This is an optimization exercise on Yosys and OpenROAD, whose aim is small area, a short achievable clock period and few clock cycles per item, not a production implementation. The RTL was checked by simulation tests, not by an equivalence proof against the original design. The clock port is modelled as an ideal driver, which makes a skipped or thinned clock tree look cheaper than it is; a real chip needs a root buffer or a tree. Power is estimated from default activity; no workload was simulated.

==> flow/design.v <==
`timescale 1ns / 1ps
package acm_pkg;
    localparam int MAX_PATTERN = 64;
    localparam int ADDR_W      = $clog2(MAX_PATTERN);
    localparam int IDX_W       = $clog2(MAX_PATTERN + 1);
    localparam int POS_W       = 16;
    typedef enum logic {
        CMD_PATTERN = 1'b0,
        CMD_TEXT    = 1'b1
    } cmd_t;
endpackage
`timescale 1ns / 1ps
module acm_ram #(
    parameter int WIDTH = 8,
    parameter int DEPTH = 64
) (
    input  logic                     aclk,
    input  logic                     we,
    input  logic [$clog2(DEPTH)-1:0] waddr,
    input  logic [WIDTH-1:0]         wdata,
    input  logic [$clog2(DEPTH)-1:0] raddr,
    output logic [WIDTH-1:0]         rdata
);
    logic [WIDTH-1:0] mem [DEPTH];
    always_ff @(posedge aclk) begin
        if (we) begin
            mem[waddr] <= wdata;
        end
        rdata <= mem[raddr];
    end
endmodule
`timescale 1ns / 1ps
module apostolico_crochemore_matcher_core (
    input  logic             aclk,
    input  logic             aresetn,
    input  logic             s_valid,
    output logic             s_ready,
    input  logic             s_cmd,
    input  logic [7:0]       s_data,
    input  logic             s_last,
    output logic             m_valid,
    input  logic             m_ready,
    output logic             m_found,
    output logic [acm_pkg::POS_W-1:0] m_position
);
    localparam int N     = acm_pkg::MAX_PATTERN;    
    localparam int AW    = acm_pkg::ADDR_W;         
    localparam int IW    = acm_pkg::IDX_W;          
    localparam int POS_W = acm_pkg::POS_W;
    logic             sv, scmd, slast;      
    logic [7:0]       sdata;
    logic             iv, icmd, ilast;      
    logic [7:0]       idata;
    logic             acc, hold, rdy;
    assign acc = s_valid && rdy;
    always_ff @(posedge aclk) begin
        if (!hold) begin
            idata <= sv ? sdata : s_data;
            icmd  <= sv ? scmd  : s_cmd;
            ilast <= sv ? slast : s_last;
        end else if (!sv) begin
            sdata <= s_data;
            scmd  <= s_cmd;
            slast <= s_last;
        end
    end
    always_ff @(posedge aclk) begin
        if (!aresetn) begin
            iv  <= 1'b0;
            sv  <= 1'b0;
            rdy <= 1'b1;
        end else if (!hold) begin
            iv  <= sv || acc;
            sv  <= 1'b0;
            rdy <= 1'b1;
        end else begin
            sv  <= sv || acc;
            rdy <= !(sv || acc);
        end
    end
    logic             loading, have, restart;
    logic [IW-1:0]    kcnt;         
    logic [IW-1:0]    wc;           
    logic [POS_W-1:0] pc;           
    logic [AW-1:0]    h, hl;        
    logic             rv, ov, r_stall;
    logic [IW-1:0]    idx;
    logic             pat_go, txt_go, scan, wr, counted;
    logic [IW-1:0]    kcnt_new;
    assign r_stall = rv && ov && !m_ready;
    assign idx     = loading ? kcnt : '0;
    assign hold    = iv && (icmd ? r_stall : (loading && !kcnt[IW-1] && hl != '0));
    assign pat_go  = iv && !icmd && !hold;
    assign txt_go  = iv && icmd && !hold;
    assign scan    = txt_go && have;
    assign wr      = pat_go && !idx[IW-1];
    assign kcnt_new = idx[IW-1] ? idx : idx + IW'(1);
    assign counted  = (wc[IW-1:1] == '0);
    always_ff @(posedge aclk) begin
        if (!aresetn) begin
            loading <= 1'b0;
            have    <= 1'b0;
            kcnt    <= '0;
            h       <= '0;
            hl      <= '0;
        end else begin
            h  <= (wr && idx == '0) ? '0 : h + AW'(1);
            hl <= wr ? '0 : hl + AW'(1);
            if (pat_go) begin
                loading <= !ilast;
                kcnt    <= kcnt_new;
                have    <= ilast;
            end
        end
    end
    always_ff @(posedge aclk) begin
        if (pat_go && ilast) begin
            wc      <= kcnt_new;
            restart <= 1'b1;
        end else if (scan) begin
            if (counted) begin
                pc <= restart ? '0 : pc + POS_W'(1);
            end
            if (ilast) begin
                wc      <= kcnt;
                restart <= 1'b1;
            end else if (counted) begin
                restart <= 1'b0;
            end else begin
                wc <= wc - IW'(1);
            end
        end
    end
    logic [7:0] ring [N];
    always_ff @(posedge aclk) begin
        ring[0] <= wr ? idata : ring[N-1];
        for (int s = 1; s < N; s++) ring[s] <= ring[s-1];
    end
    logic [N-1:0] g, first, lastp;
    genvar gs;
    generate
        for (gs = 0; gs < N; gs++) begin : g_slot
            logic eq;
            assign eq        = (ring[gs] == idata);
            assign first[gs] = (h == AW'(gs));
            assign lastp[gs] = (hl == AW'((gs + 1) % N));
            always_ff @(posedge aclk) begin
                if (scan) begin
                    g[gs] <= (first[gs] || g[gs]) && eq;
                end else begin
                    g[gs] <= g[(gs + N - 1) % N];
                end
            end
        end
    endgenerate
    logic             rfirst, rf_hold, rfound, rcnt;
    logic             o_take;
    logic [POS_W:0]   od;
    assign rfound = rfirst ? (rcnt && |(g & lastp)) : rf_hold;
    assign o_take = !ov || m_ready;
    always_ff @(posedge aclk) begin
        if (!aresetn) begin
            rv <= 1'b0;
            ov <= 1'b0;
        end else begin
            if (txt_go) begin
                rv <= 1'b1;
            end else if (o_take) begin
                rv <= 1'b0;
            end
            if (o_take) begin
                ov <= rv;
            end
        end
    end
    always_ff @(posedge aclk) begin
        rfirst  <= txt_go;
        rf_hold <= rfound;
        if (txt_go) begin
            rcnt  <= have && counted;
        end
        if (o_take) begin
            od <= {rfound, rcnt ? pc : POS_W'(0)};
        end
    end
    assign s_ready    = rdy;
    assign m_valid    = ov;
    assign m_found    = od[POS_W];
    assign m_position = od[POS_W-1:0];
endmodule
==> flow/flow/run.sh <==
#!/bin/bash
set -euo pipefail
bash standard.sh SETUP_SLACK_MARGIN=5.3 "CTS_ARGS=-sink_clustering_enable -repair_clock_nets -sink_clustering_size 30 -sink_clustering_max_diameter 80 -buf_list sky130_fd_sc_hd__clkbuf_16 -dont_use_dummy_load" finish > flow_standard.log 2>&1
==> flow/standard.sh <==
#!/bin/bash
# synth_recipe.tcl (not shown) runs the flow's synth.tcl, then flattens the netlist and writes it again
# the make line also repeats each setting of config.mk as NAME=value (left out here)
make -C /OpenROAD-flow-scripts/flow DESIGN_CONFIG=/design/flow/config.mk WORK_HOME=/design/flow/orfs CLKGATE_MAP_FILE= SYNTH_SCRIPT=/design/flow/synth_recipe.tcl "${@:-finish}"
==> flow/config.mk <==
export PLATFORM = sky130hd
export DESIGN_NAME = apostolico_crochemore_matcher_core
export DESIGN_NICKNAME = apostolico_crochemore_matcher_core
export VERILOG_FILES = /design/flow/design.v
export SDC_FILE = /design/flow/constraint.sdc
export NUM_CORES = 4
export LEC_CHECK = 0
export CAP_MARGIN = 20
export CORE_MARGIN = 2
export CORE_UTILIZATION = 70
export SLEW_MARGIN = 20
==> flow/constraint.sdc <==
create_clock -name core_clock -period 8.0 [get_ports {aclk}]
set_input_delay 1.6000 -clock core_clock [delete_from_list [all_inputs] [get_ports {aclk}]]
set_output_delay 1.6000 -clock core_clock [all_outputs]
set_load 0.01 [all_outputs]
==> impl_summary.log, run 1 <==
INFO  metric yosys_warnings = 2
INFO  metric combinationalPowerShare = 0.069
INFO  metric hold_slack = 0.331 ns
INFO  metric min-delay-path-class = reg -> reg
INFO  metric grt_setup_unrepaired = true
INFO  metric number_of_placement_rows = 66
INFO  metric io_buffers = 32
INFO  metric cts.sinks = 666
INFO  metric globalRouteOverflowTotal = 0
INFO  metric finalSetupViolCount = 0
INFO  metric max_slew_margin = 0.357
INFO  metric cp_top_delay_family = flip-flops
INFO  metric synth.area.top_cells = sky130_fd_sc_hd__dfxtp_1, sky130_fd_sc_hd__xnor2_1, sky130_fd_sc_hd__edfxtp_1, sky130_fd_sc_hd__nand4_1, sky130_fd_sc_hd__a21oi_1
INFO  metric layout.nets = 1961
INFO  metric leakagePower = 8.26 nW
INFO  metric ys_ff_latch = 666
INFO  metric route.vias.total = 13728
INFO  metric crit-reg2reg-capture = od[16]$_DFFE_PP_
INFO  metric synth-seq-area-share = 0.605
INFO  metric switching_power = 0.00120 W
INFO  metric synth_enable_flop_cells = 61
INFO  metric first_global_vias = 13551
INFO  metric critPathKind = reg -> out
INFO  metric io-pin-count = 33
INFO  metric startpoint_type = flip-flop
INFO  metric netlist.top_cell.by_area = sky130_fd_sc_hd__dfxtp_1
INFO  metric clock_power_share = 0.286
INFO  metric run_status = finished clean
INFO  metric worst_path_largest_cell_delay = 0.41 ns
INFO  metric routed_wirelength = 49300 µm
INFO  metric grt_max_degree = 53
INFO  metric worst-r2r-setup-slack = 5.41 ns
INFO  metric power.internal = 0.00421 W
INFO  metric layout_worst_path_cycle_share = 0.342
INFO  metric layout-area-overhead-vs-synth = 6.16%
INFO  metric worst_ir_drop_vdd = 192 µV
INFO  metric worst_pin_slew = 0.965 ns
INFO  metric drv.max_cap_violation_count = 0
INFO  metric post_drt_wl_per_cell = 20.8 µm
INFO  metric core = 32500 µm²
INFO  metric detail_route.first_pass.iterations = 5
INFO  metric netlist_instances = 1947
INFO  metric async_flop_share = 0
INFO  metric drc = 0
INFO  metric synthesis.area = 23100 µm²
INFO  metric die_w = 185 µm
INFO  metric critical_path_buf_inv_count = 1
INFO  metric cts_root_buf = sky130_fd_sc_hd__clkbuf_16
INFO  metric cts_made_buffers = 27
INFO  metric chipHeight = 185 µm
INFO  metric tritoncts_clock_tree = built
INFO  metric timing.final.crit_period = 2.74 ns
INFO  metric drt_first_iter_violations = 1048
INFO  metric rr_worst_depth = 6
INFO  metric sum_of_net_half_perimeters_after_detailed_placement = 32300 µm
INFO  metric clk_pin_slew = 0.11 ns
INFO  metric fmax = 0.365 GHz
INFO  metric insertedDiodeCount = 0
INFO  metric clock_tree.htree_level_count = 1
INFO  metric grt_usage = 0.289
INFO  metric grt_pass1_wl = 76500 µm
INFO  metric critical-path-slowest-cell = sky130_fd_sc_hd__edfxtp_1
INFO  metric crit_path_cell_trace = buf_2
INFO  metric clock_latency = 0.60 ns
INFO  metric power-per-cell-area = 221 nW/µm²
INFO  metric synthesized_nets = 1973
INFO  metric die_area = 34400 µm²
INFO  metric antenna_found_initial = 0
INFO  metric final_layout_size_suffix_gt1_frac = 0.0595
INFO  metric worst_r2r_startpoint = hl[3]$_SDFF_PP0_
INFO  metric required = 6.40 ns
INFO  metric arrival = 1.14 ns
INFO  metric ctsLongestPathBuffers = 3
INFO  metric antenna_violating_nets_remaining = 0
INFO  metric timing.critical_path.to_type = output port
INFO  metric timing_max_transition_violations_final = 0
INFO  metric netSwitchingFraction = 0.222
INFO  metric worstPathMaxFanout = 1
INFO  metric routabilityCongestion = 0.911
INFO  metric worst_hold_startpoint = ring[5][2]$_DFF_P_
INFO  metric setup_tns = 0 ns
INFO  metric netlist.area_leader.share = 0.525
INFO  metric syn_avg_cell_area = 11.8 µm²
INFO  metric fillers = 2239
INFO  metric route.detailed.vias_per_inst = 5.78
INFO  metric seqPwrFrac = 0.645
INFO  metric hold_viol_final = 0
INFO  metric timing.clock.skew = 0.0376 ns
INFO  metric whs_endpoint = ring[6][2]$_DFF_P_
INFO  metric dominantRegCellSynth = sky130_fd_sc_hd__dfxtp_1
INFO  metric min_path_cells = 0
INFO  metric floorplan.initialDensity = 0.710
INFO  metric number_of_library_cell_types_mapped_by_synthesis = 52
routing by layer:
| metal | routed length [µm] | global-route usage | up-vias |
|---|---|---|---|
| met4 | 1370 | 0.0768 | 0 |
| met5 | 0 | 0 | - |
| met3 | 3330 | 0.0485 | 91 |
| met2 | 22400 | 0.461 | 420 |
| li1 | - | - | 6570 |
| met1 | 22300 | 0.410 | 6647 |
power by group through the flow:
stage | registers, W | clock network (W) | logic, W
after floorplan | 0.00354 | 0 | 0.000288
after global placement | 0.00357 | 0 | 0.000357
after detailed placement | 0.00357 | 0 | 0.000365
after CTS | 0.00349 | 0.00157 | 0.000372
after global routing | 0.00350 | 0.00169 | 0.000402
final | 0.00349 | 0.00155 | 0.000374
layout by cell type, fill, tap and decap left out, drive strengths merged, types with 8 or more instances in the layout:
master         synthesis  final
nand2                 64     66
o41ai                 33     33
ha                    12     12
xor2                  16     16
o21ai                 13     13
mux2i                  8      8
and2                  32     32
nor2b                 10     10
mux2                  19     19
nand3                 21     21
nand4                133    133
a21oi                 88     88
buf                   56     42
dfxtp                605    605
xnor2                521    521
nor4                  33     33
and3                  10     10
inv                   21     21
edfxtp                61     61
nor2                  47     47
a21o                  33     33
clkbuf                43     27
a22oi                 11     11
clkdlybuf4s50          0     12
worst max-delay path by stage:
stage                          start               to  slack, ns  depth (start not counted)
detailed placement           m_ready    g[28]$_DFF_P_       4.02                          7
global placement             m_ready    g[41]$_DFF_P_       4.09                          7
floorplan                    m_ready  wc[0]$_DFFE_PP_       5.27                          6
CTS                 od[16]$_DFFE_PP_          m_found       5.26                          1
global route        od[16]$_DFFE_PP_          m_found       5.24                          1
finish              od[16]$_DFFE_PP_          m_found       5.26                          1
kinds of logic (layout without fill, tap and decap cells):
family,after synthesis,after routing,synth area share
compound gates,210,210,0.0604
fa+ha+maj,12,12,0.00651
xor+xnor,537,537,0.204
mux,27,27,0.0139
simple gates,375,377,0.0889
buf+inv,120,104,0.0214
flops,666,666,0.605
sequential cells by signal (all words and copies together) (netlist names), 7 cells and up:
signal	flops
g	64
idata	8
kcnt	7
od	17
pc	16
ring	512
sdata	8
wc	7
cell type report:
type                            instances  area, µm²  area share
Tap cell                              442        553      0.0226
Multi-Input combinational cell       1163       8730       0.357
Timing Repair Buffer                   56        489      0.0200
Inverter                               21       78.8     0.00322
Sequential cell                       666      13900       0.570
Clock buffer                           27        676      0.0276
through the flow:
stage | cells | instance area [µm²] | power, W | worst slack (ns) | util
after global routing | 2375 | 24500 | 0.00559 | 5.24 | 0.754
after CTS | 2375 | 24500 | 0.00543 | 5.26 | 0.753
after global placement | 2338 | 23700 | 0.00392 | 4.09 | 0.729
after detailed placement | 2338 | 23700 | 0.00393 | 4.02 | 0.729
after floorplan | 1947 | 23100 | 0.00383 | 5.27 | -
final | 2375 | 24500 | 0.00541 | 5.26 | 0.754
synthesized netlist by cell type (5+ instances only):
cell and n:
sky130_fd_sc_hd__a2111oi_0 5, sky130_fd_sc_hd__a21o_1 32, sky130_fd_sc_hd__a21oi_1 88, sky130_fd_sc_hd__a22oi_1 11, sky130_fd_sc_hd__and2_1 32, sky130_fd_sc_hd__and3_1 10
sky130_fd_sc_hd__buf_1 27, sky130_fd_sc_hd__buf_2 28, sky130_fd_sc_hd__clkbuf_1 42, sky130_fd_sc_hd__dfxtp_1 605, sky130_fd_sc_hd__edfxtp_1 61, sky130_fd_sc_hd__ha_1 12
sky130_fd_sc_hd__inv_1 21, sky130_fd_sc_hd__mux2_2 12, sky130_fd_sc_hd__mux2_4 7, sky130_fd_sc_hd__mux2i_1 8, sky130_fd_sc_hd__nand2_1 64, sky130_fd_sc_hd__nand2b_1 6
sky130_fd_sc_hd__nand3_1 21, sky130_fd_sc_hd__nand4_1 133, sky130_fd_sc_hd__nor2_1 47, sky130_fd_sc_hd__nor2b_1 10, sky130_fd_sc_hd__nor3_1 7, sky130_fd_sc_hd__nor4_1 33
sky130_fd_sc_hd__o21ai_0 12, sky130_fd_sc_hd__o41ai_1 33, sky130_fd_sc_hd__or3_1 5, sky130_fd_sc_hd__xnor2_1 521, sky130_fd_sc_hd__xor2_1 16
repair_timing:
action | 4_1_cts | 5_1_grt
buffers inserted | 6 | 0
hold buffers | 0 | 0
hold endpoints to repair | 0 | 0
resized for setup | 95 | 3
cloned | 4 | 0
pin swaps | 3 | 0
setup endpoints to repair | 132 | 27
Testbench counts, summed over its fixed seeds: cycles 28,267, text beats 26,169.
==> run 2: changes to the inputs <==
==> flow/flow/run.sh (replaced) <==
#!/bin/bash
set -euo pipefail
export FLOW_CLOCK_PORT=aclk
bash standard.sh SETUP_SLACK_MARGIN=5.3 \
  "CTS_ARGS=-sink_clustering_enable -repair_clock_nets -sink_clustering_size 30 -sink_clustering_max_diameter 80 -buf_list sky130_fd_sc_hd__clkbuf_16 -dont_use_dummy_load" \
  "PRE_CTS_TCL=$PWD/flow/cts_hook.tcl" \
  finish > flow_standard.log 2>&1
==> flow/flow/cts_hook.tcl (new file) <==
rename clock_tree_synthesis my_orig_clock_tree_synthesis
proc clock_tree_synthesis { args } {
  my_orig_clock_tree_synthesis {*}$args
  set block [ord::get_db_block]
  set port_net [$block findNet $::env(FLOW_CLOCK_PORT)]
  set root ""
  foreach it [$port_net getITerms] {
    if { [$it getIoType] eq "INPUT" } {
      if { $root ne "" } { puts "cts_hook: clock port has more than one load, left as is"; return }
      set root [$it getInst]
    }
  }
  if { $root eq "" } { puts "cts_hook: no root buffer found"; return }
  set root_net [[$root findITerm X] getNet]
  set loads {}
  foreach it [$root_net getITerms] {
    if { [$it getInst] != $root } { lappend loads $it }
  }
  if { [llength $loads] > 4 } { puts "cts_hook: root buffer has [llength $loads] loads, left as is"; return }
  foreach it $loads { $it disconnect; $it connect $port_net }
  [$root findITerm A] disconnect
  [$root findITerm X] disconnect
  puts "cts_hook: removed [$root getName]; clock port now drives [llength $loads] buffers"
  odb::dbInst_destroy $root
  odb::dbNet_destroy $root_net
}
==> run 2 against run 1 <==
Effect of this change:
- sequential power about the same
- worst setup slack improved by 0.067 ns
- die area unchanged
- clock power about the same
- critical path type is now in -> reg
- critical endpoint is now wc[0]$_DFFE_PP_
- highest routed layer unchanged
==> impl_summary.log, run 2 <==
INFO  metric run_status = finished clean (unchanged)
INFO  metric antenna_found_initial = 0 (unchanged)
INFO  metric post-synth-top-count-cell = sky130_fd_sc_hd__dfxtp_1 (unchanged)
INFO  metric drc = 0 (unchanged)
INFO  metric io_buffers = 32 (unchanged)
INFO  metric netlist.area_leader.share = 0.525 (unchanged)
INFO  metric syn_avg_cell_area = 11.8 µm² (unchanged)
INFO  metric leakagePower = 8.32 nW (was 8.26 nW)
INFO  metric chipHeight = 185 µm (unchanged)
INFO  metric critical_path_buf_inv_count = 3 (was 1)
INFO  metric insertedDiodeCount = 0 (unchanged)
INFO  metric post_drt_wl_per_cell = 20.9 µm (was 20.8 µm)
INFO  metric layout-area-overhead-vs-synth = 7.05% (was 6.16%)
INFO  metric netlist.top_cell.by_area = sky130_fd_sc_hd__dfxtp_1 (unchanged)
INFO  metric synthesis.area = 23100 µm² (unchanged)
INFO  metric max_slew_margin = 0.375 (was 0.357)
INFO  metric timing_max_transition_violations_final = 0 (unchanged)
INFO  metric dominantRegCellSynth = sky130_fd_sc_hd__dfxtp_1 (unchanged)
INFO  metric core = 32500 µm² (unchanged)
INFO  metric first_global_vias = 13602 (was 13551)
INFO  metric most_frequent_cells_in_the_layout = sky130_fd_sc_hd__dfxtp_1, sky130_fd_sc_hd__xnor2_1, sky130_fd_sc_hd__nand4_1, sky130_fd_sc_hd__a21oi_1, sky130_fd_sc_hd__nand2_1 (unchanged)
INFO  metric detail_route.first_pass.iterations = 6 (was 5)
INFO  metric clock_power_share = 0.282 (was 0.286)
INFO  metric timing.final.crit_period = 2.67 ns (was 2.74 ns)
INFO  metric worst_pin_slew = 0.938 ns (was 0.965 ns)
INFO  metric switching_power = 0.00120 W (about the same)
INFO  metric finalSetupViolCount = 0 (unchanged)
INFO  metric dp_cells = 2338 (unchanged)
INFO  metric worstPathMaxFanout = 7 (was 1)
INFO  metric power.internal = 0.00419 W (was 0.00421 W)
INFO  metric combinationalPowerShare = 0.070 (was 0.069)
INFO  metric drv.max_cap_violation_count = 0 (unchanged)
INFO  metric number_of_library_cell_types_mapped_by_synthesis = 52 (unchanged)
INFO  metric hold_viol_final = 0 (unchanged)
INFO  metric largest_register_ffs = 512 (unchanged)
INFO  metric critPathKind = in -> reg (was reg -> out)
INFO  metric io-pin-count = 33 (unchanged)
INFO  metric globalRouteOverflowTotal = 0 (unchanged)
INFO  metric clk_pin_slew = 0.11 ns (about the same)
INFO  metric netlist_top_cells_count = sky130_fd_sc_hd__dfxtp_1, sky130_fd_sc_hd__xnor2_1, sky130_fd_sc_hd__nand4_1 (unchanged)
INFO  metric grt_max_degree = 53 (unchanged)
INFO  metric synth.area.top_cells = sky130_fd_sc_hd__dfxtp_1, sky130_fd_sc_hd__xnor2_1, sky130_fd_sc_hd__edfxtp_1, sky130_fd_sc_hd__nand4_1, sky130_fd_sc_hd__a21oi_1 (unchanged)
INFO  metric min-delay-path-class = reg -> reg (unchanged)
INFO  metric timing.clock.skew = 0.0428 ns (was 0.0376 ns)
INFO  metric route.detailed.vias_per_inst = 5.78 (about the same)
INFO  metric grt_setup_unrepaired = true (unchanged)
INFO  metric met2WireLength = 22500 µm (was 22400 µm)
INFO  metric reg.largest.list = ring (512), g (64), od (17) (unchanged)
INFO  metric number_of_placement_rows = 66 (unchanged)
INFO  metric async_flop_share = 0 (unchanged)
INFO  metric highest-signal-layer = met4 (unchanged)
INFO  metric timing.critical_path.to_type = flip-flop (was output port)
INFO  metric fmax = 0.374 GHz (was 0.365 GHz)
INFO  metric floorplan.initialDensity = 0.710 (unchanged)
INFO  metric crit_path_cell_trace = dlygate4sd2_1 -> nor2b_4 -> a21oi_4 -> buf_12 -> nand2_8 -> buf_4 -> o21ai_4 (was buf_2)
INFO  metric cp_top_delay_family = buffers and inverters (was flip-flops)
INFO  metric synthesized_nets = 1973 (unchanged)
INFO  metric power-per-cell-area = 218 nW/µm² (was 221 nW/µm²)
INFO  metric fillers = 2213 (was 2239)
INFO  metric wl_met1 = 22400 µm (was 22300 µm)
INFO  metric drt_first_iter_violations = 925 (was 1048)
INFO  metric arrival = 2.81 ns (was 1.14 ns)
INFO  metric grt_usage = 0.290 (was 0.289)
INFO  metric die_area = 34400 µm² (unchanged)
INFO  metric die_w = 185 µm (unchanged)
INFO  metric route.vias.total = 13742 (was 13728)
INFO  metric sum_of_net_half_perimeters_after_detailed_placement = 32300 µm (unchanged)
INFO  metric critical-path-slowest-cell = sky130_fd_sc_hd__dlygate4sd2_1 (was sky130_fd_sc_hd__edfxtp_1)
INFO  metric cts.sinks = 666 (unchanged)
INFO  metric grt_pass1_wl = 76800 µm (was 76500 µm)
INFO  metric synth-seq-area-share = 0.605 (unchanged)
INFO  metric seqPwrFrac = 0.648 (was 0.645)
INFO  metric layout.nets = 1964 (was 1961)
INFO  metric synth_enable_flop_cells = 61 (unchanged)
INFO  metric layout_worst_path_cycle_share = 0.334 (was 0.342)
INFO  metric worst_ir_drop_vdd = 192 µV (about the same)
INFO  metric startpoint_type = input port (was flip-flop)
INFO  metric netSwitchingFraction = 0.222 (about the same)
INFO  metric cts_hold_repair.buffers = 0 (unchanged)
INFO  metric setup_tns = 0 ns (unchanged)
INFO  metric routabilityCongestion = 0.911 (unchanged)
INFO  metric routed_wirelength = 49600 µm (was 49300 µm)
INFO  metric yosys_warnings = 2 (unchanged)
INFO  metric required = 8.13 ns (was 6.40 ns)
INFO  metric antenna_violating_nets_remaining = 0 (unchanged)
INFO  metric largest_register = ring (unchanged)
INFO  metric ys_ff_latch = 666 (unchanged)
INFO  metric worst_path_largest_cell_delay = 0.24 ns (was 0.41 ns)
INFO  metric finish.cell_count_without_fillers = 2378 (was 2375)
INFO  metric clock_latency = 0.47 ns (was 0.60 ns)
INFO  metric final_layout_size_suffix_gt1_frac = 0.0568 (was 0.0595)
INFO  metric route.met3.wl = 3220 µm (was 3330 µm)
INFO  metric netlist_instances = 1947 (unchanged)
INFO  metric layout_commonest_cell = sky130_fd_sc_hd__dfxtp_1 (unchanged)
run 2: stage by stage:
step | hold slack (ns) | util | setup slack (ns) | cell area, µm² | total power, W
after floorplan | 0.350 | - | 5.27 | 23100 | 0.00383
after global placement | 0.352 | 0.729 | 4.09 | 23700 | 0.00392
after detailed placement | 0.355 | 0.729 | 4.02 | 23700 | 0.00393
after CTS | 0.337 | 0.758 | 5.30 | 24600 | 0.00540
after global routing | 0.341 | 0.760 | 5.29 | 24700 | 0.00557
final | 0.332 | 0.760 | 5.33 | 24700 | 0.00539
run 2: final cells by class:
| type | instances | area, µm² | area share |
|---|---|---|---|
| clock buffer | 26 | 651 | 0.0264 |
| timing repair buffer | 59 | 638 | 0.0259 |
| multi-input combinational | 1164 | 8810 | 0.357 |
| tap | 442 | 553 | 0.0224 |
| sequential | 666 | 13900 | 0.565 |
| inverter | 21 | 81.3 | 0.00330 |
run 2: worst reg2reg max path, delay by kind of cell, from the launching register on:
| family | cells | cell delay, ns |
|---|---|---|
| DFF | 1 | 0.36 |
| buffers and inverters | 1 | 0.13 |
| AOI/OAI and AO/OA | 4 | 1.09 |
| and+or+nand+nor | 2 | 0.36 |
| adders and majority gates | 1 | 0.49 |
run 2: logic make-up after synthesis:
logic type | count (synthesis) | synth area share
DFF | 666 | 0.605
xor gates and xnor gates | 537 | 0.204
and+or+nand+nor | 375 | 0.0889
AOI/OAI and AO/OA | 210 | 0.0604
buffers and inverters | 120 | 0.0214
muxes | 27 | 0.0139
adders and majority gates | 12 | 0.00651
run 2: timing repair:
item / CTS / global route
setup endpoints to repair: 134 / 50
resized for setup: 47 / 28
setup buffers: 7 / 0
cloned: 7 / 0
pin swaps: 2 / 0
run 2: path summary, 6_finish.rpt:
check / startpoint / endpoint / slack [ns] / depth (start not counted)
hold reg to reg: ring[5][2]$_DFF_P_ / ring[6][2]$_DFF_P_ / 0.33 / 0
hold / removal: ring[5][2]$_DFF_P_ / ring[6][2]$_DFF_P_ / 0.33 / 0
setup reg to reg: hl[1]$_SDFF_PP0_ / od[16]$_DFFE_PP_ / 5.38 / 8
setup / recovery: m_ready / wc[0]$_DFFE_PP_ / 5.33 / 7
run 2: layer usage:
layer / GRT usage / vias to the layer above
met5: 0 / -
met4: 0.0781 / 0
met3: 0.0481 / 99
met2: 0.462 / 396
met1: 0.413 / 6658
li1: - / 6589
run 2: power by group through the flow:
stage / logic, W / clock network [W] / registers, W
floorplan: 0.000288 / 0 / 0.00354
global placement: 0.000357 / 0 / 0.00357
detailed placement: 0.000365 / 0 / 0.00357
CTS: 0.000375 / 0.00154 / 0.00349
global route: 0.000406 / 0.00166 / 0.00350
finish: 0.000377 / 0.00152 / 0.00349
==> run 3: changes to the inputs <==
==> flow/flow/run.sh (replaced) <==
#!/bin/bash
set -euo pipefail
export FLOW_CLOCK_PORT=aclk
bash standard.sh SETUP_SLACK_MARGIN=5.7 \
  "CTS_ARGS=-sink_clustering_enable -repair_clock_nets -sink_clustering_size 30 -sink_clustering_max_diameter 80 -buf_list sky130_fd_sc_hd__clkbuf_16 -dont_use_dummy_load" \
  "PRE_CTS_TCL=$PWD/flow/cts_hook.tcl" \
  finish > flow_standard.log 2>&1
==> run 3 against run 2 <==
Effect of this change:
- non-clock buffer count increased by 48
- routed wire length grew 6.0%
- clock skew grew 0.015 ns
- flip-flop and latch count stayed put
- combinational power up 12%
- synthesized area is the same
- power rose by 1.3%
- worst setup slack better by 0.068 ns
- hold slack got worse by 0.012 ns
- core utilization up 5.1 points
- global-route usage grew 0.27 points
- first-iteration DRC count is 32% higher
- critical endpoint is now m_found
- largest power group unchanged
- highest routed layer unchanged
==> impl_summary.log, run 3 <==
INFO  metric cts.sinks = 666 (unchanged)
INFO  metric io-pin-count = 33 (unchanged)
INFO  metric cp_top_delay_family = flip-flops (was buffers and inverters)
INFO  metric seqPwrFrac = 0.639 (was 0.648)
INFO  metric synth_enable_flop_cells = 61 (unchanged)
INFO  metric leakagePower = 9.52 nW (was 8.32 nW)
INFO  metric timing.final.crit_period = 2.60 ns (was 2.67 ns)
INFO  metric crit_path_cell_trace = buf_2 (was dlygate4sd2_1 -> nor2b_4 -> a21oi_4 -> buf_12 -> nand2_8 -> buf_4 -> o21ai_4)
INFO  metric grt_pass1_wl = 77900 µm (was 76800 µm)
INFO  metric synth.area.top_cells = sky130_fd_sc_hd__dfxtp_1, sky130_fd_sc_hd__xnor2_1, sky130_fd_sc_hd__edfxtp_1, sky130_fd_sc_hd__nand4_1, sky130_fd_sc_hd__a21oi_1 (unchanged)
INFO  metric netlist_top_cells_count = sky130_fd_sc_hd__dfxtp_1, sky130_fd_sc_hd__xnor2_1, sky130_fd_sc_hd__nand4_1 (unchanged)
INFO  metric antenna_found_initial = 0 (unchanged)
INFO  metric fillers = 1889 (was 2213)
INFO  metric detailed_place.area = 23700 µm² (about the same)
INFO  metric largest_register_ffs = 512 (unchanged)
INFO  metric finished_core_util = 0.811 (was 0.760)
INFO  metric reg.largest.list = ring (512), g (64), od (17) (unchanged)
INFO  metric power-per-cell-area = 207 nW/µm² (was 218 nW/µm²)
INFO  metric required = 6.40 ns (was 8.13 ns)
INFO  metric die_w = 185 µm (unchanged)
INFO  metric setup_tns = 0 ns (unchanged)
INFO  metric grt_setup_unrepaired = true (unchanged)
INFO  metric clk_pin_slew = 0.11 ns (about the same)
INFO  metric grt_util_met1 = 0.407 (was 0.413)
INFO  metric clock_power_share = 0.284 (was 0.282)
INFO  metric critical-path-slowest-cell = sky130_fd_sc_hd__edfxtp_1 (was sky130_fd_sc_hd__dlygate4sd2_1)
INFO  metric worst_ir_drop_vdd = 203 µV (was 192 µV)
INFO  metric synth-seq-area-share = 0.605 (unchanged)
INFO  metric max_slew_margin = 0.146 (was 0.375)
INFO  metric worst_hold_startpoint = ring[30][0]$_DFF_P_ (was ring[5][2]$_DFF_P_)
INFO  metric first_global_vias = 14051 (was 13602)
INFO  metric route.detailed.vias_per_inst = 5.91 (was 5.78)
INFO  metric detail_route.first_pass.iterations = 5 (was 6)
INFO  metric syn_avg_cell_area = 11.8 µm² (unchanged)
INFO  metric die_area = 34400 µm² (unchanged)
INFO  metric final_design_area_no_fill = 26300 µm² (was 24700 µm²)
INFO  metric sum_of_net_half_perimeters_after_detailed_placement = 31600 µm (was 32300 µm)
INFO  metric worst_r2r_startpoint = wc[2]$_DFFE_PP_ (was hl[1]$_SDFF_PP0_)
INFO  metric netSwitchingFraction = 0.225 (was 0.222)
INFO  metric async_flop_share = 0 (unchanged)
INFO  metric layout_worst_path_cycle_share = 0.325 (was 0.334)
INFO  metric layout-area-overhead-vs-synth = 14.2% (was 7.05%)
INFO  metric drv.max_cap_violation_count = 0 (unchanged)
INFO  metric power.internal = 0.00423 W (was 0.00419 W)
INFO  metric floorplan.initialDensity = 0.710 (unchanged)
INFO  metric area_of_combinational_cells_with_multiple_inputs = 9820 µm² (was 8810 µm²)
INFO  metric core = 32500 µm² (unchanged)
INFO  metric most_frequent_cells_in_the_layout = sky130_fd_sc_hd__dfxtp_1, sky130_fd_sc_hd__xnor2_1, sky130_fd_sc_hd__nand4_1, sky130_fd_sc_hd__a21oi_1, sky130_fd_sc_hd__edfxtp_1 (was sky130_fd_sc_hd__dfxtp_1, sky130_fd_sc_hd__xnor2_1, sky130_fd_sc_hd__nand4_1, sky130_fd_sc_hd__a21oi_1, sky130_fd_sc_hd__nand2_1)
INFO  metric most_used_layer_global_route = met2 (unchanged)
INFO  metric dominantRegCellSynth = sky130_fd_sc_hd__dfxtp_1 (unchanged)
INFO  metric timing.critical_path.to_type = output port (was flip-flop)
INFO  metric post_drt_wl_per_cell = 21.6 µm (was 20.9 µm)
INFO  metric largest_register = ring (unchanged)
INFO  metric switching_power = 0.00123 W (was 0.00120 W)
INFO  metric io_buffers = 32 (unchanged)
INFO  metric worst_pin_slew = 1.28 ns (was 0.938 ns)
INFO  metric min-delay-path-class = reg -> reg (unchanged)
INFO  metric layout_commonest_cell = sky130_fd_sc_hd__dfxtp_1 (unchanged)
INFO  metric critical_path_buf_inv_count = 1 (was 3)
INFO  metric worst_path_largest_cell_delay = 0.40 ns (was 0.24 ns)
INFO  metric synthesized_nets = 1973 (unchanged)
INFO  metric timing.clock.skew = 0.0578 ns (was 0.0428 ns)
INFO  metric grt_max_degree = 40 (was 53)
INFO  metric route.vias.total = 14352 (was 13742)
INFO  metric critPathKind = reg -> out (was in -> reg)
INFO  metric globalRouteOverflowTotal = 0 (unchanged)
INFO  metric fin_ws = 5.40 ns (was 5.33 ns)
INFO  metric worstSetupStartpoint = od[16]$_DFFE_PP_ (was m_ready)
INFO  metric routed_wirelength = 52600 µm (was 49600 µm)
INFO  metric dp_slack = 4.01 ns (was 4.02 ns)
INFO  metric netlist.top_cell.by_area = sky130_fd_sc_hd__dfxtp_1 (unchanged)
INFO  metric finalSetupViolCount = 0 (unchanged)
INFO  metric yosys_warnings = 2 (unchanged)
INFO  metric post-synth-top-count-cell = sky130_fd_sc_hd__dfxtp_1 (unchanged)
INFO  metric netlist.area_leader.share = 0.525 (unchanged)
INFO  metric number_of_placement_rows = 66 (unchanged)
INFO  metric arrival = 1.00 ns (was 2.81 ns)
INFO  metric timing_max_transition_violations_final = 0 (unchanged)
INFO  metric fmax = 0.384 GHz (was 0.374 GHz)
INFO  metric totalPowerFinal = 0.00545 W (was 0.00539 W)
INFO  metric combinationalPowerShare = 0.077 (was 0.070)
INFO  metric drt_first_iter_violations = 1219 (was 925)
INFO  metric netlist_instances = 1947 (unchanged)
INFO  metric synthesis.area = 23100 µm² (unchanged)
INFO  metric clock_latency = 0.46 ns (was 0.47 ns)
INFO  metric run_status = finished clean (unchanged)
INFO  metric grt_usage = 0.293 (was 0.290)
INFO  metric number_of_library_cell_types_mapped_by_synthesis = 52 (unchanged)
INFO  metric sequential_cell_area = 14000 µm² (was 13900 µm²)
INFO  metric chipHeight = 185 µm (unchanged)
INFO  metric antenna_violating_nets_remaining = 0 (unchanged)
INFO  metric startpoint_type = flip-flop (was input port)
INFO  metric layout.nets = 2016 (was 1964)
INFO  metric ys_ff_latch = 666 (unchanged)
INFO  metric gr-usage-met3 = 0.0409 (was 0.0481)
INFO  metric grtUsageMet2 = 0.478 (was 0.462)
INFO  metric routabilityCongestion = 0.952 (was 0.911)
INFO  metric hold_viol_final = 0 (unchanged)
INFO  metric drc = 0 (unchanged)
INFO  metric worstPathMaxFanout = 1 (was 7)
INFO  metric insertedDiodeCount = 0 (unchanged)
INFO  metric final_layout_size_suffix_gt1_frac = 0.140 (was 0.0568)
==> run 3: kinds of logic after synthesis <==
logic type | Yosys count | synth area share
AOI/OAI and AO/OA | 210 | 0.0604
xor gates and xnor gates | 537 | 0.204
adders and majority gates | 12 | 0.00651
buffers and inverters | 120 | 0.0214
DFF | 666 | 0.605
muxes | 27 | 0.0139
and+or+nand+nor | 375 | 0.0889
==> run 3: cell type report <==
class / count / share of cell area
Sequential cell: 666 / 0.530
Multi-Input combinational cell: 1167 / 0.373
Timing Repair Buffer: 107 / 0.0468
Clock buffer: 27 / 0.0257
Tap cell: 442 / 0.0210
Inverter: 21 / 0.00309
==> run 3: timing repair <==
action                     4_1_cts  5_1_grt
cloned                          11        3
resized for setup              232       77
hold buffers                     0        0
pin swaps                       62       44
setup endpoints to repair      185      135
buffers inserted                30       19
==> run 3: power groups by stage <==
stage                     clock network, W  logic (W)  registers (W)
after global placement                   0   0.000358        0.00356
after floorplan                          0   0.000289        0.00354
after global routing               0.00167   0.000449        0.00350
final                              0.00155   0.000421        0.00349
after detailed placement                 0   0.000366        0.00356
after CTS                          0.00156   0.000395        0.00349
==> run 3: routing by layer <==
metal / wire, µm / share of wire
met5: 0 / 0
met4: 2100 / 0.040
met3: 2850 / 0.054
met2: 24500 / 0.47
met1: 23100 / 0.44
==> run 3: stage by stage <==
stage / std cells / hold WS [ns]
2_1_floorplan: 1947 / 0.350
3_3_place_gp: 2340 / 0.353
3_5_place_dp: 2340 / 0.355
4_1_cts: 2408 / 0.315
5_1_grt: 2430 / 0.321
6_report: 2430 / 0.320
==> run 3: worst paths after layout <==
path | cells after the start | slack [ns] | end
max | 1 | 5.40 | m_found
min | 0 | 0.32 | ring[31][0]$_DFF_P_
max reg2reg | 6 | 5.59 | pc[14]$_SDFFCE_PP0P_
min reg2reg | 0 | 0.32 | ring[31][0]$_DFF_P_
==> run 4: changes to the inputs <==
==> flow/flow/run.sh (replaced) <==
#!/bin/bash
set -euo pipefail
export FLOW_CLOCK_PORT=aclk
bash standard.sh SETUP_SLACK_MARGIN=5.5 \
  "CTS_ARGS=-sink_clustering_enable -repair_clock_nets -sink_clustering_size 30 -sink_clustering_max_diameter 80 -buf_list sky130_fd_sc_hd__clkbuf_16 -dont_use_dummy_load" \
  "PRE_CTS_TCL=$PWD/flow/cts_hook.tcl" \
  finish > flow_standard.log 2>&1
==> run 4 against run 3 <==
Effect of this change:
- via count down 3.9%
- synthesized cell count did not move
- final area is 4.9% lower
- final cell count fell by 1.8%
- flip-flop and latch count did not move
- non-clock buffer count down 40
- largest power group unchanged
- fmax decreased by 0.27%
- still clean
==> impl_summary.log, run 4 <==
INFO  metric critical_path_buf_inv_count = 1 (unchanged)
INFO  metric io_buffers = 32 (unchanged)
INFO  metric routabilityCongestion = 0.918 (was 0.952)
INFO  metric finalSetupViolCount = 0 (unchanged)
INFO  metric ys_ff_latch = 666 (unchanged)
INFO  metric leakagePower = 8.56 nW (was 9.52 nW)
INFO  metric max_slew_margin = 0.254 (was 0.146)
INFO  metric grt_pass1_wl = 76100 µm (was 77900 µm)
INFO  metric chipHeight = 185 µm (unchanged)
INFO  metric detail_route.first_pass.iterations = 5 (unchanged)
INFO  metric grt_setup_unrepaired = true (unchanged)
INFO  metric cts_hold_repair.buffers = 0 (unchanged)
INFO  metric fmax = 0.383 GHz (was 0.384 GHz)
INFO  metric timing.clock.skew = 0.0466 ns (was 0.0578 ns)
INFO  metric netlist.area_leader.share = 0.525 (unchanged)
INFO  metric antenna_violating_nets_remaining = 0 (unchanged)
INFO  metric first_global_vias = 13768 (was 14051)
INFO  metric grt_usage = 0.283 (was 0.293)
INFO  metric drt_first_iter_violations = 874 (was 1219)
INFO  metric setup_tns = 0 ns (unchanged)
INFO  metric detailed_place.area = 23700 µm² (about the same)
INFO  metric antenna_found_initial = 0 (unchanged)
INFO  metric layout-area-overhead-vs-synth = 8.59% (was 14.2%)
INFO  metric route.detailed.vias_per_inst = 5.78 (was 5.91)
INFO  metric worst_ir_drop_vdd = 216 µV (was 203 µV)
INFO  metric hold_viol_final = 0 (unchanged)
INFO  metric min-delay-path-class = reg -> reg (unchanged)
INFO  metric crit_path_cell_trace = buf_2 (unchanged)
INFO  metric synthesis.area = 23100 µm² (unchanged)
INFO  metric synthesized_nets = 1973 (unchanged)
INFO  metric synth.area.top_cells = sky130_fd_sc_hd__dfxtp_1, sky130_fd_sc_hd__xnor2_1, sky130_fd_sc_hd__edfxtp_1, sky130_fd_sc_hd__nand4_1, sky130_fd_sc_hd__a21oi_1 (unchanged)
INFO  metric layout.nets = 1972 (was 2016)
INFO  metric worstPathMaxFanout = 1 (unchanged)
INFO  metric async_flop_share = 0 (unchanged)
INFO  metric arrival = 1.01 ns (was 1.00 ns)
INFO  metric dp_cells = 2339 (was 2340)
INFO  metric routed_wirelength = 48200 µm (was 52600 µm)
INFO  metric largest_register_ffs = 512 (unchanged)
INFO  metric sum_of_net_half_perimeters_after_detailed_placement = 31400 µm (was 31600 µm)
INFO  metric netlist_instances = 1947 (unchanged)
INFO  metric number_of_placement_rows = 66 (unchanged)
INFO  metric dp_slack = 4.06 ns (was 4.01 ns)
INFO  metric synth-seq-area-share = 0.605 (unchanged)
INFO  metric drc = 0 (unchanged)
INFO  metric critPathKind = reg -> out (unchanged)
INFO  metric insertedDiodeCount = 0 (unchanged)
INFO  metric synth_enable_flop_cells = 61 (unchanged)
INFO  metric finish.cell_count_without_fillers = 2386 (was 2430)
INFO  metric layout_worst_path_cycle_share = 0.326 (was 0.325)
INFO  metric power-per-cell-area = 215 nW/µm² (was 207 nW/µm²)
INFO  metric yosys_warnings = 2 (unchanged)
INFO  metric startpoint_type = flip-flop (unchanged)
INFO  metric post_drt_wl_per_cell = 20.2 µm (was 21.6 µm)
INFO  metric clock_latency = 0.45 ns (was 0.46 ns)
INFO  metric required = 6.40 ns (about the same)
INFO  metric worst_pin_slew = 1.12 ns (was 1.28 ns)
INFO  metric drv.max_cap_violation_count = 0 (unchanged)
INFO  metric timing_max_transition_violations_final = 0 (unchanged)
INFO  metric floorplan.initialDensity = 0.710 (unchanged)
INFO  metric number_of_library_cell_types_mapped_by_synthesis = 52 (unchanged)
INFO  metric cp_top_delay_family = flip-flops (unchanged)
INFO  metric most_frequent_cells_in_the_layout = sky130_fd_sc_hd__dfxtp_1, sky130_fd_sc_hd__xnor2_1, sky130_fd_sc_hd__nand4_1, sky130_fd_sc_hd__a21oi_1, sky130_fd_sc_hd__nand2_1 (was sky130_fd_sc_hd__dfxtp_1, sky130_fd_sc_hd__xnor2_1, sky130_fd_sc_hd__nand4_1, sky130_fd_sc_hd__a21oi_1, sky130_fd_sc_hd__edfxtp_1)
INFO  metric globalRouteOverflowTotal = 0 (unchanged)
INFO  metric syn_avg_cell_area = 11.8 µm² (unchanged)
INFO  metric final_layout_size_suffix_gt1_frac = 0.0905 (was 0.140)
INFO  metric layout_commonest_cell = sky130_fd_sc_hd__dfxtp_1 (unchanged)
INFO  metric worst_path_largest_cell_delay = 0.41 ns (was 0.40 ns)
INFO  metric post-synth-top-count-cell = sky130_fd_sc_hd__dfxtp_1 (unchanged)
INFO  metric timing.critical_path.to_type = output port (unchanged)
INFO  metric dominantRegCellSynth = sky130_fd_sc_hd__dfxtp_1 (unchanged)
INFO  metric route.vias.total = 13795 (was 14352)
INFO  metric die_area = 34400 µm² (unchanged)
INFO  metric netlist.top_cell.by_area = sky130_fd_sc_hd__dfxtp_1 (unchanged)
INFO  metric reg.largest.list = ring (512), g (64), od (17) (unchanged)
INFO  metric final_design_area_no_fill = 25000 µm² (was 26300 µm²)
INFO  metric netlist_top_cells_count = sky130_fd_sc_hd__dfxtp_1, sky130_fd_sc_hd__xnor2_1, sky130_fd_sc_hd__nand4_1 (unchanged)
INFO  metric largest_register = ring (unchanged)
INFO  metric core = 32500 µm² (unchanged)
INFO  metric critical-path-slowest-cell = sky130_fd_sc_hd__edfxtp_1 (unchanged)
INFO  metric fin_ws = 5.39 ns (was 5.40 ns)
INFO  metric timing.final.crit_period = 2.61 ns (was 2.60 ns)
INFO  metric die_w = 185 µm (unchanged)
INFO  metric clk_pin_slew = 0.11 ns (about the same)
INFO  metric io-pin-count = 33 (unchanged)
INFO  metric cts.sinks = 666 (unchanged)
INFO  metric run_status = finished clean (unchanged)
INFO  metric grt_max_degree = 41 (was 40)
## run 4: cell counts after synthesis
No cell type changed its count.
## run 4: per-stage QoR
step	total power, W	utilization	hold WS, ns
after floorplan	0.00383	-	0.350
after global placement	0.00392	0.730	0.351
after detailed placement	0.00393	0.730	0.355
after CTS	0.00540	0.768	0.339
after global routing	0.00556	0.771	0.344
final	0.00538	0.771	0.337
## run 4: where the power goes
part | internal [W] | switching, W
clock | 0.000585 | 0.000927
combinational | 0.000175 | 0.000208
sequential | 0.00343 | 0.0000559
## run 4: path summary, 6_finish.rpt
path                                          start                   to  slack, ns  cells past startpoint
worst max-delay path               od[16]$_DFFE_PP_              m_found       5.39                      1
worst min-delay path            ring[41][3]$_DFF_P_  ring[42][3]$_DFF_P_       0.34                      0
worst max register to register     hl[0]$_SDFF_PP0_      wc[1]$_DFFE_PP_       5.58                      7
worst min register to register  ring[41][3]$_DFF_P_  ring[42][3]$_DFF_P_       0.34                      0
## run 4: final cells by class
type | count | area (µm²)
Sequential cell | 666 | 14000
Multi-Input combinational cell | 1164 | 9160
Fill cell | 2158 | 7420
Clock buffer | 26 | 651
Timing Repair Buffer | 67 | 638
Tap cell | 442 | 553
Inverter | 21 | 81.3
## run 4: cells by family after synthesis
family,share of synthesized area
adder cells (fa/ha/maj),0.00651
AO/OA/AOI/OAI,0.0604
XOR/XNOR,0.204
AND/OR/NAND/NOR,0.0889
buffers and inverters,0.0214
flip-flops,0.605
multiplexers,0.0139
## run 4: what timing repair did
item / CTS / global route
pin swaps: 17 / 3
cloned: 7 / 0
setup endpoints to repair: 168 / 57
gates resized for setup: 154 / 20
setup buffers: 14 / 0
## run 4: routing by layer
metal	part of all wire	global-route usage	wire, µm
met1	0.47	0.402	22500
met2	0.46	0.459	22200
met3	0.042	0.0329	2010
met4	0.030	0.0825	1460
met5	0	0	0
==> run 5: changes to the inputs <==
==> flow/flow/run.sh (replaced) <==
#!/bin/bash
set -euo pipefail
export FLOW_CLOCK_PORT=aclk
bash standard.sh SETUP_SLACK_MARGIN=5.5 \
  "CTS_ARGS=-sink_clustering_enable -repair_clock_nets -sink_clustering_size 24 -sink_clustering_max_diameter 60 -buf_list sky130_fd_sc_hd__clkbuf_16 -dont_use_dummy_load" \
  "PRE_CTS_TCL=$PWD/flow/cts_hook.tcl" \
  finish > flow_standard.log 2>&1
==> run 5 against run 4 <==
Effect of this change:
- first-iteration DRC count increased by 14%
- flip-flop and latch count unchanged
- clock power grew 17%
- register-to-register slack got worse by 0.02 ns
- sequential share of layout area fell by 1.7 points
- critical path depth increased by 6
- hold slack improved by 0.0097 ns
- worst setup slack improved by 0.028 ns
- global-route usage increased by 0.69 points
- final cell count up 0.88%
- critical path type is now in -> reg
==> impl_summary.log, run 5 <==
INFO  metric run_status = finished clean (unchanged)
INFO  metric routed_wirelength = 50000 µm (was 48200 µm)
INFO  metric worst_path_largest_cell_delay = 0.43 ns (was 0.41 ns)
INFO  metric netlist_top_cells_count = sky130_fd_sc_hd__dfxtp_1, sky130_fd_sc_hd__xnor2_1, sky130_fd_sc_hd__nand4_1 (unchanged)
INFO  metric hold_viol_final = 0 (unchanged)
INFO  metric largest_register_ffs = 512 (unchanged)
INFO  metric layout_commonest_cell = sky130_fd_sc_hd__dfxtp_1 (unchanged)
INFO  metric crit_top_cell = sky130_fd_sc_hd__buf_4
INFO  metric arrival = 2.85 ns (was 1.01 ns)
INFO  metric grtUsageMet2 = 0.465 (was 0.459)
INFO  metric io-pin-count = 33 (unchanged)
INFO  metric dp_slack = 4.06 ns (unchanged)
INFO  metric final_layout_size_suffix_gt1_frac = 0.110 (was 0.0905)
INFO  metric insertedDiodeCount = 0 (unchanged)
INFO  metric drt_first_iter_violations = 994 (was 874)
INFO  metric critical_path_buf_inv_count = 3 (was 1)
INFO  metric die_area = 34400 µm² (unchanged)
INFO  metric netlist.top_cell.by_area = sky130_fd_sc_hd__dfxtp_1 (unchanged)
INFO  metric floorplan.initialDensity = 0.710 (unchanged)
INFO  metric post_drt_wl_per_cell = 20.8 µm (was 20.2 µm)
INFO  metric sum_of_net_half_perimeters_after_detailed_placement = 31400 µm (unchanged)
INFO  metric syn_avg_cell_area = 11.8 µm² (unchanged)
INFO  metric gr-usage-met3 = 0.0364 (was 0.0329)
INFO  metric layout-area-overhead-vs-synth = 12.0% (was 8.59%)
INFO  metric max_slew_margin = 0.345 (was 0.254)
INFO  metric timing_max_transition_violations_final = 0 (unchanged)
INFO  metric crit_path_cell_trace = buf_6 -> nor2b_4 -> a21oi_4 -> buf_4 -> buf_4 -> nand2_8 -> o41ai_2 (was buf_2)
INFO  metric grt_usage = 0.290 (was 0.283)
INFO  metric globalRouteOverflowTotal = 0 (unchanged)
INFO  metric timing.clock.skew = 0.0305 ns (was 0.0466 ns)
INFO  metric leakagePower = 9.24 nW (was 8.56 nW)
INFO  metric antenna_violating_nets_remaining = 0 (unchanged)
INFO  metric timing.final.crit_period = 2.58 ns (was 2.61 ns)
INFO  metric worstPathMaxFanout = 17 (was 1)
INFO  metric reg.largest.list = ring (512), g (64), od (17) (unchanged)
INFO  metric async_flop_share = 0 (unchanged)
INFO  metric most_frequent_cells_in_the_layout = sky130_fd_sc_hd__dfxtp_1, sky130_fd_sc_hd__xnor2_1, sky130_fd_sc_hd__nand4_1, sky130_fd_sc_hd__a21oi_1, sky130_fd_sc_hd__edfxtp_1 (was sky130_fd_sc_hd__dfxtp_1, sky130_fd_sc_hd__xnor2_1, sky130_fd_sc_hd__nand4_1, sky130_fd_sc_hd__a21oi_1, sky130_fd_sc_hd__nand2_1)
INFO  metric post-synth-top-count-cell = sky130_fd_sc_hd__dfxtp_1 (unchanged)
INFO  metric ys_ff_latch = 666 (unchanged)
INFO  metric layout.nets = 1993 (was 1972)
INFO  metric number_of_placement_rows = 66 (unchanged)
INFO  metric setup_tns = 0 ns (unchanged)
INFO  metric fmax = 0.387 GHz (was 0.383 GHz)
INFO  metric synth.area.top_cells = sky130_fd_sc_hd__dfxtp_1, sky130_fd_sc_hd__xnor2_1, sky130_fd_sc_hd__edfxtp_1, sky130_fd_sc_hd__nand4_1, sky130_fd_sc_hd__a21oi_1 (unchanged)
INFO  metric grt_max_degree = 41 (unchanged)
INFO  metric detail_route.first_pass.iterations = 5 (unchanged)
INFO  metric antenna_found_initial = 0 (unchanged)
INFO  metric critical-path-slowest-cell = sky130_fd_sc_hd__o41ai_2 (was sky130_fd_sc_hd__edfxtp_1)
INFO  metric finalSetupViolCount = 0 (unchanged)
INFO  metric timing.critical_path.to_type = flip-flop (was output port)
INFO  metric yosys_warnings = 2 (unchanged)
INFO  metric grt_pass1_wl = 77700 µm (was 76100 µm)
INFO  metric dominantRegCellSynth = sky130_fd_sc_hd__dfxtp_1 (unchanged)
INFO  metric route.vias.total = 14010 (was 13795)
INFO  metric route.detailed.vias_per_inst = 5.82 (was 5.78)
INFO  metric synth_enable_flop_cells = 61 (unchanged)
INFO  metric first_global_vias = 14088 (was 13768)
INFO  metric cts.sinks = 666 (unchanged)
INFO  metric drc = 0 (unchanged)
INFO  metric worst_ir_drop_vdd = 224 µV (was 216 µV)
INFO  metric worst_pin_slew = 0.979 ns (was 1.12 ns)
INFO  metric startpoint_type = input port (was flip-flop)
INFO  metric critPathKind = in -> reg (was reg -> out)
INFO  metric clk_pin_slew = 0.09 ns (was 0.11 ns)
INFO  metric largest_register = ring (unchanged)
INFO  metric synthesis.area = 23100 µm² (unchanged)
INFO  metric number_of_library_cell_types_mapped_by_synthesis = 52 (unchanged)
INFO  metric cp_top_delay_family = compound AO/OA/AOI/OAI gates (was flip-flops)
INFO  metric fin_ws = 5.42 ns (was 5.39 ns)
INFO  metric power-per-cell-area = 219 nW/µm² (was 215 nW/µm²)
INFO  metric grt_util_met1 = 0.410 (was 0.402)
INFO  metric core = 32500 µm² (unchanged)
INFO  metric most_used_layer_global_route = met2 (unchanged)
INFO  metric grt_setup_unrepaired = true (unchanged)
INFO  metric clock_latency = 0.38 ns (was 0.45 ns)
INFO  metric required = 8.26 ns (was 6.40 ns)
INFO  metric chipHeight = 185 µm (unchanged)
INFO  metric min-delay-path-class = reg -> reg (unchanged)
INFO  metric synthesized_nets = 1973 (unchanged)
INFO  metric synth-seq-area-share = 0.605 (unchanged)
INFO  metric netlist.area_leader.share = 0.525 (unchanged)
INFO  metric drv.max_cap_violation_count = 0 (unchanged)
INFO  metric layout_worst_path_cycle_share = 0.323 (was 0.326)
INFO  metric die_w = 185 µm (unchanged)
INFO  metric hold_slack = 0.347 ns (was 0.337 ns)
INFO  metric netlist_instances = 1947 (unchanged)
INFO  metric io_buffers = 32 (unchanged)
INFO  metric routabilityCongestion = 0.918 (unchanged)
[run 5: cell types whose count changed in the layout (fill, tap and decap cells not counted), moves of 3 or more]
cell / before / now
sky130_fd_sc_hd__nor4_4: 6 / 26
sky130_fd_sc_hd__nor4_2: 16 / 2
sky130_fd_sc_hd__clkbuf_16: 26 / 37
sky130_fd_sc_hd__o41ai_1: 12 / 3
sky130_fd_sc_hd__buf_6: 6 / 13
sky130_fd_sc_hd__nor4_1: 11 / 5
sky130_fd_sc_hd__nand2_1: 62 / 57
sky130_fd_sc_hd__o41ai_2: 20 / 25
sky130_fd_sc_hd__o41ai_4: 1 / 5
sky130_fd_sc_hd__nand2_2: 1 / 4
[run 5: layout make-up]
cell class                 count  area, µm²
sequential                   666      14000
multi-input combinational   1164       9500
fill                        2011       6640
clock buffer                  36        901
timing repair buffer          78        823
tap                          442        553
inverter                      21       81.3
[run 5: worst register-to-register path, stage by stage (launching register included)]
cell,delay (ns)
sky130_fd_sc_hd__dfxtp_1,0.36
sky130_fd_sc_hd__inv_1,0.17
sky130_fd_sc_hd__ha_4,0.22
sky130_fd_sc_hd__or3b_4,0.44
sky130_fd_sc_hd__or3_4,0.35
sky130_fd_sc_hd__a21o_4,0.31
sky130_fd_sc_hd__mux2i_2,0.25
sky130_fd_sc_hd__mux2i_1,0.11
[run 5: power by group]
part | switching (W) | internal [W]
combinational | 0.000216 | 0.000179
clock | 0.000967 | 0.000806
sequential | 0.0000565 | 0.00343
[run 5: cells by family (layout without fill, tap and decap cells)]
family,Yosys count,after routing,synth area share
compound gates,210,210,0.0604
xor+xnor,537,537,0.204
fa+ha+maj,12,12,0.00651
buf+inv,120,135,0.0214
flops,666,666,0.605
mux,27,27,0.0139
simple gates,375,378,0.0889
[run 5: per-stage QoR]
stage,cell area [µm²],util,total power (W),cells
after global placement,23700,0.730,0.00392,2339
after floorplan,23100,-,0.00383,1947
after detailed placement,23700,0.730,0.00393,2339
final,25800,0.795,0.00566,2407
after global routing,25800,0.795,0.00583,2407
after CTS,25500,0.786,0.00565,2398
[run 5: per-layer routing]
layer / up-vias / part of all wire
met4: 0 / 0.029
met3: 101 / 0.053
met1: 6848 / 0.45
li1: 6649 / -
met2: 412 / 0.47
met5: - / 0
[run 5: worst paths after layout]
check	cells after the start	slack [ns]	start	end
worst min-delay path	0	0.35	ring[14][3]$_DFF_P_	ring[15][3]$_DFF_P_
worst max register to register	7	5.56	hl[1]$_SDFF_PP0_	wc[1]$_DFFE_PP_
worst min register to register	0	0.35	ring[14][3]$_DFF_P_	ring[15][3]$_DFF_P_
worst max-delay path	7	5.42	m_ready	g[21]$_DFF_P_
[run 5: timing repair]
item	in CTS	in global routing
setup endpoints to repair	175	91
resized for setup	192	38
buffers inserted	14	6
hold buffers	0	0
pin swaps	28	11
cloned	9	1
==> run 6: changes to the inputs <==
==> flow/flow/run.sh (replaced) <==
#!/bin/bash
set -euo pipefail
export FLOW_CLOCK_PORT=aclk
bash standard.sh SETUP_SLACK_MARGIN=5.5 \
  "CTS_ARGS=-sink_clustering_enable -repair_clock_nets -sink_clustering_size 20 -sink_clustering_max_diameter 60 -buf_list sky130_fd_sc_hd__clkbuf_8 -dont_use_dummy_load" \
  "PRE_CTS_TCL=$PWD/flow/cts_hook.tcl" \
  finish > flow_standard.log 2>&1
==> run 6 against run 5 <==
Effect of this change:
- clock power fell by 22%
- critical path depth down 6
- core utilization decreased by 3.8 points
- still clean on timing, DRC and antenna
==> impl_summary.log, run 6 <==
INFO  metric setup_tns = 0 ns (unchanged)
INFO  metric io-pin-count = 33 (unchanged)
INFO  metric most_frequent_cells_in_the_layout = sky130_fd_sc_hd__dfxtp_1, sky130_fd_sc_hd__xnor2_1, sky130_fd_sc_hd__nand4_1, sky130_fd_sc_hd__a21oi_1 (was sky130_fd_sc_hd__dfxtp_1, sky130_fd_sc_hd__xnor2_1, sky130_fd_sc_hd__nand4_1, sky130_fd_sc_hd__a21oi_1, sky130_fd_sc_hd__edfxtp_1)
INFO  metric synth_compound_gate_area_share = 0.0604 (unchanged)
INFO  metric grt_max_degree = 41 (unchanged)
INFO  metric grt_usage = 0.280 (was 0.290)
INFO  metric io_buffers = 32 (unchanged)
INFO  metric layout.nets = 1978 (was 1993)
INFO  metric area_of_combinational_cells_with_multiple_inputs = 8930 µm² (was 9500 µm²)
INFO  metric startpoint_type = flip-flop (was input port)
INFO  metric post_synth_xor_xnor_area = 0.204 (unchanged)
INFO  metric layout_worst_path_cycle_share = 0.320 (was 0.323)
INFO  metric max_slew_margin = 0.241 (was 0.345)
INFO  metric route.met3.wl = 2380 µm (was 2650 µm)
INFO  metric drc = 0 (unchanged)
INFO  metric route.detailed.vias_per_inst = 5.72 (was 5.82)
INFO  metric dominantRegCellSynth = sky130_fd_sc_hd__dfxtp_1 (unchanged)
INFO  metric met2WireLength = 21700 µm (was 23300 µm)
INFO  metric syn_avg_cell_area = 11.8 µm² (unchanged)
INFO  metric crit-reg2reg-capture = wc[1]$_DFFE_PP_ (unchanged)
INFO  metric grt_setup_unrepaired = true (unchanged)
INFO  metric first_global_vias = 13716 (was 14088)
INFO  metric synthAdderAreaFrac = 0.00651 (unchanged)
INFO  metric fmax = 0.391 GHz (was 0.387 GHz)
INFO  metric hold_viol_final = 0 (unchanged)
INFO  metric antenna_violating_nets_remaining = 0 (unchanged)
INFO  metric clock_latency = 0.41 ns (was 0.38 ns)
INFO  metric globalRouteOverflowTotal = 0 (unchanged)
INFO  metric routabilityCongestion = 0.918 (unchanged)
INFO  metric critical-path-slowest-cell = sky130_fd_sc_hd__edfxtp_1 (was sky130_fd_sc_hd__o41ai_2)
INFO  metric sequential_cell_area = 14000 µm² (unchanged)
INFO  metric drv.max_cap_violation_count = 0 (unchanged)
INFO  metric timing_max_transition_violations_final = 0 (unchanged)
INFO  metric antenna_found_initial = 0 (unchanged)
INFO  metric cts_hold_repair.buffers = 0 (unchanged)
INFO  metric timing.critical_path.to_type = output port (was flip-flop)
INFO  metric worst_hold_startpoint = ring[61][5]$_DFF_P_ (was ring[14][3]$_DFF_P_)
INFO  metric ys_ff_latch = 666 (unchanged)
INFO  metric final_layout_size_suffix_gt1_frac = 0.0821 (was 0.110)
INFO  metric min_path_cells = 0 (unchanged)
INFO  metric synth_enable_flop_cells = 61 (unchanged)
INFO  metric highest-signal-layer = met4 (unchanged)
INFO  metric crit_path_cell_trace = buf_2 (was buf_6 -> nor2b_4 -> a21oi_4 -> buf_4 -> buf_4 -> nand2_8 -> o41ai_2)
INFO  metric cts.sinks = 666 (unchanged)
INFO  metric fillers = 2270 (was 2011)
INFO  metric route.vias.total = 13679 (was 14010)
INFO  metric wl_met1 = 22000 µm (was 22600 µm)
INFO  metric die_w = 185 µm (unchanged)
INFO  metric required = 6.40 ns (was 8.26 ns)
INFO  metric sum_of_net_half_perimeters_after_detailed_placement = 31400 µm (unchanged)
INFO  metric detail_route.first_pass.iterations = 5 (unchanged)
INFO  metric worst_pin_slew = 1.14 ns (was 0.979 ns)
INFO  metric clk_pin_slew = 0.12 ns (was 0.09 ns)
INFO  metric synth_simple_gate_area_share = 0.0889 (unchanged)
INFO  metric timing.final.crit_period = 2.56 ns (was 2.58 ns)
INFO  metric yosys_warnings = 2 (unchanged)
INFO  metric critical_path_buf_inv_count = 1 (was 3)
INFO  metric layout_commonest_cell = sky130_fd_sc_hd__dfxtp_1 (unchanged)
INFO  metric core = 32500 µm² (unchanged)
INFO  metric power-per-cell-area = 213 nW/µm² (was 219 nW/µm²)
INFO  metric arrival = 0.96 ns (was 2.85 ns)
INFO  metric netlist.top_cell.by_area = sky130_fd_sc_hd__dfxtp_1 (unchanged)
INFO  metric layout-area-overhead-vs-synth = 6.66% (was 12.0%)
INFO  metric critPathKind = reg -> out (was in -> reg)
INFO  metric synth.area.mux_share = 0.0139 (unchanged)
INFO  metric post-synth-top-count-cell = sky130_fd_sc_hd__dfxtp_1 (unchanged)
INFO  metric number_of_placement_rows = 66 (unchanged)
INFO  metric async_flop_share = 0 (unchanged)
INFO  metric finalSetupViolCount = 0 (unchanged)
INFO  metric synth.area.top_cells = sky130_fd_sc_hd__dfxtp_1, sky130_fd_sc_hd__xnor2_1, sky130_fd_sc_hd__edfxtp_1, sky130_fd_sc_hd__nand4_1, sky130_fd_sc_hd__a21oi_1 (unchanged)
INFO  metric run_status = finished clean (unchanged)
INFO  metric hold_slack = 0.341 ns (was 0.347 ns)
INFO  metric largest_register_ffs = 512 (unchanged)
INFO  metric synth-seq-area-share = 0.605 (unchanged)
INFO  metric netlist.area_leader.share = 0.525 (unchanged)
INFO  metric reg.largest.list = ring (512), g (64), od (17) (unchanged)
INFO  metric synthesis.area = 23100 µm² (unchanged)
INFO  metric netlist_top_cells_count = sky130_fd_sc_hd__dfxtp_1, sky130_fd_sc_hd__xnor2_1, sky130_fd_sc_hd__nand4_1 (unchanged)
INFO  metric number_of_library_cell_types_mapped_by_synthesis = 52 (unchanged)
INFO  metric floorplan.initialDensity = 0.710 (unchanged)
INFO  metric drt_first_iter_violations = 851 (was 994)
INFO  metric chipHeight = 185 µm (unchanged)
INFO  metric insertedDiodeCount = 0 (unchanged)
INFO  metric whs_endpoint = ring[62][5]$_DFF_P_ (was ring[15][3]$_DFF_P_)
INFO  metric netlist_instances = 1947 (unchanged)
INFO  metric largest_register = ring (unchanged)
INFO  metric worst_ir_drop_vdd = 191 µV (was 224 µV)
INFO  metric grt_pass1_wl = 75200 µm (was 77700 µm)
INFO  metric rr_worst_depth = 7 (unchanged)
INFO  metric synthesized_nets = 1973 (unchanged)
INFO  metric worst_path_largest_cell_delay = 0.41 ns (was 0.43 ns)
INFO  metric worstPathMaxFanout = 1 (was 17)
INFO  metric timing.clock.skew = 0.0359 ns (was 0.0305 ns)
INFO  metric worst_r2r_startpoint = hl[0]$_SDFF_PP0_ (was hl[1]$_SDFF_PP0_)
INFO  metric post_drt_wl_per_cell = 19.9 µm (was 20.8 µm)
INFO  metric combinational_family_with_the_most_area_after_synthesis = XOR/XNOR gates (unchanged)
INFO  metric routed_wirelength = 47500 µm (was 50000 µm)
INFO  metric cp_top_delay_family = flip-flops (was compound AO/OA/AOI/OAI gates)
INFO  metric leakagePower = 8.30 nW (was 9.24 nW)
INFO  metric worst-r2r-setup-slack = 5.52 ns (was 5.56 ns)
INFO  metric min-delay-path-class = reg -> reg (unchanged)
INFO  metric die_area = 34400 µm² (unchanged)
==> run 6: cell count changes in the layout (fill, tap and decap cells not counted), sizes merged <==
cell    change
buf        -18
nand2       -1
bufbuf      +1
clkbuf      +3
==> run 6: cell families after synthesis <==
family,count (synthesis)
flip-flops,666
AO/OA/AOI/OAI,210
AND/OR/NAND/NOR,375
multiplexers,27
adder cells (fa/ha/maj),12
buffers and inverters,120
XOR/XNOR,537
==> run 6: power by group <==
part	switching (W)	total (W)	internal (W)
registers	0.0000558	0.00349	0.00343
clock network	0.000924	0.00138	0.000455
logic	0.000203	0.000378	0.000174
==> run 6: what timing repair did <==
item,in CTS,in global routing
setup buffers,7,2
cloned,4,0
setup endpoints to repair,177,63
pin swaps,3,1
gates resized for setup,114,28
==> run 6: worst max path at each step <==
| stage | from | endpoint | cells after the start |
|---|---|---|---|
| after CTS | rdy$_SDFF_PN1_ | s_ready | 1 |
| after global placement | m_ready | g[2]$_DFF_P_ | 7 |
| final | od[16]$_DFFE_PP_ | m_found | 1 |
| after global routing | od[16]$_DFFE_PP_ | m_found | 1 |
| after floorplan | m_ready | wc[0]$_DFFE_PP_ | 6 |
| after detailed placement | m_ready | g[52]$_DFF_P_ | 7 |
==> run 6: metal layers <==
metal  vias up  global-route usage
met5         -                   0
met4         0              0.0867
met3        92              0.0423
met2       337               0.448
met1      6656               0.395
li1       6594                   -
==> run 6: layout make-up <==
cell class                      count  share of cell area
Inverter                           21             0.00331
Timing Repair Buffer               60              0.0214
Multi-Input combinational cell   1163               0.363
Sequential cell                   666               0.567
Tap cell                          442              0.0225
Clock buffer                       40              0.0224
==> run 6: stage by stage <==
| stage | total power [W] | setup WS (ns) | area [µm²] | utilization | std cells |
|---|---|---|---|---|---|
| after CTS | 0.00526 | 5.43 | 24400 | 0.753 | 2390 |
| final | 0.00525 | 5.44 | 24600 | 0.758 | 2392 |
| after floorplan | 0.00383 | 5.28 | 23100 | - | 1947 |
| after global placement | 0.00392 | 4.14 | 23700 | 0.730 | 2339 |
| after global routing | 0.00543 | 5.43 | 24600 | 0.758 | 2392 |
| after detailed placement | 0.00393 | 4.06 | 23700 | 0.730 | 2339 |
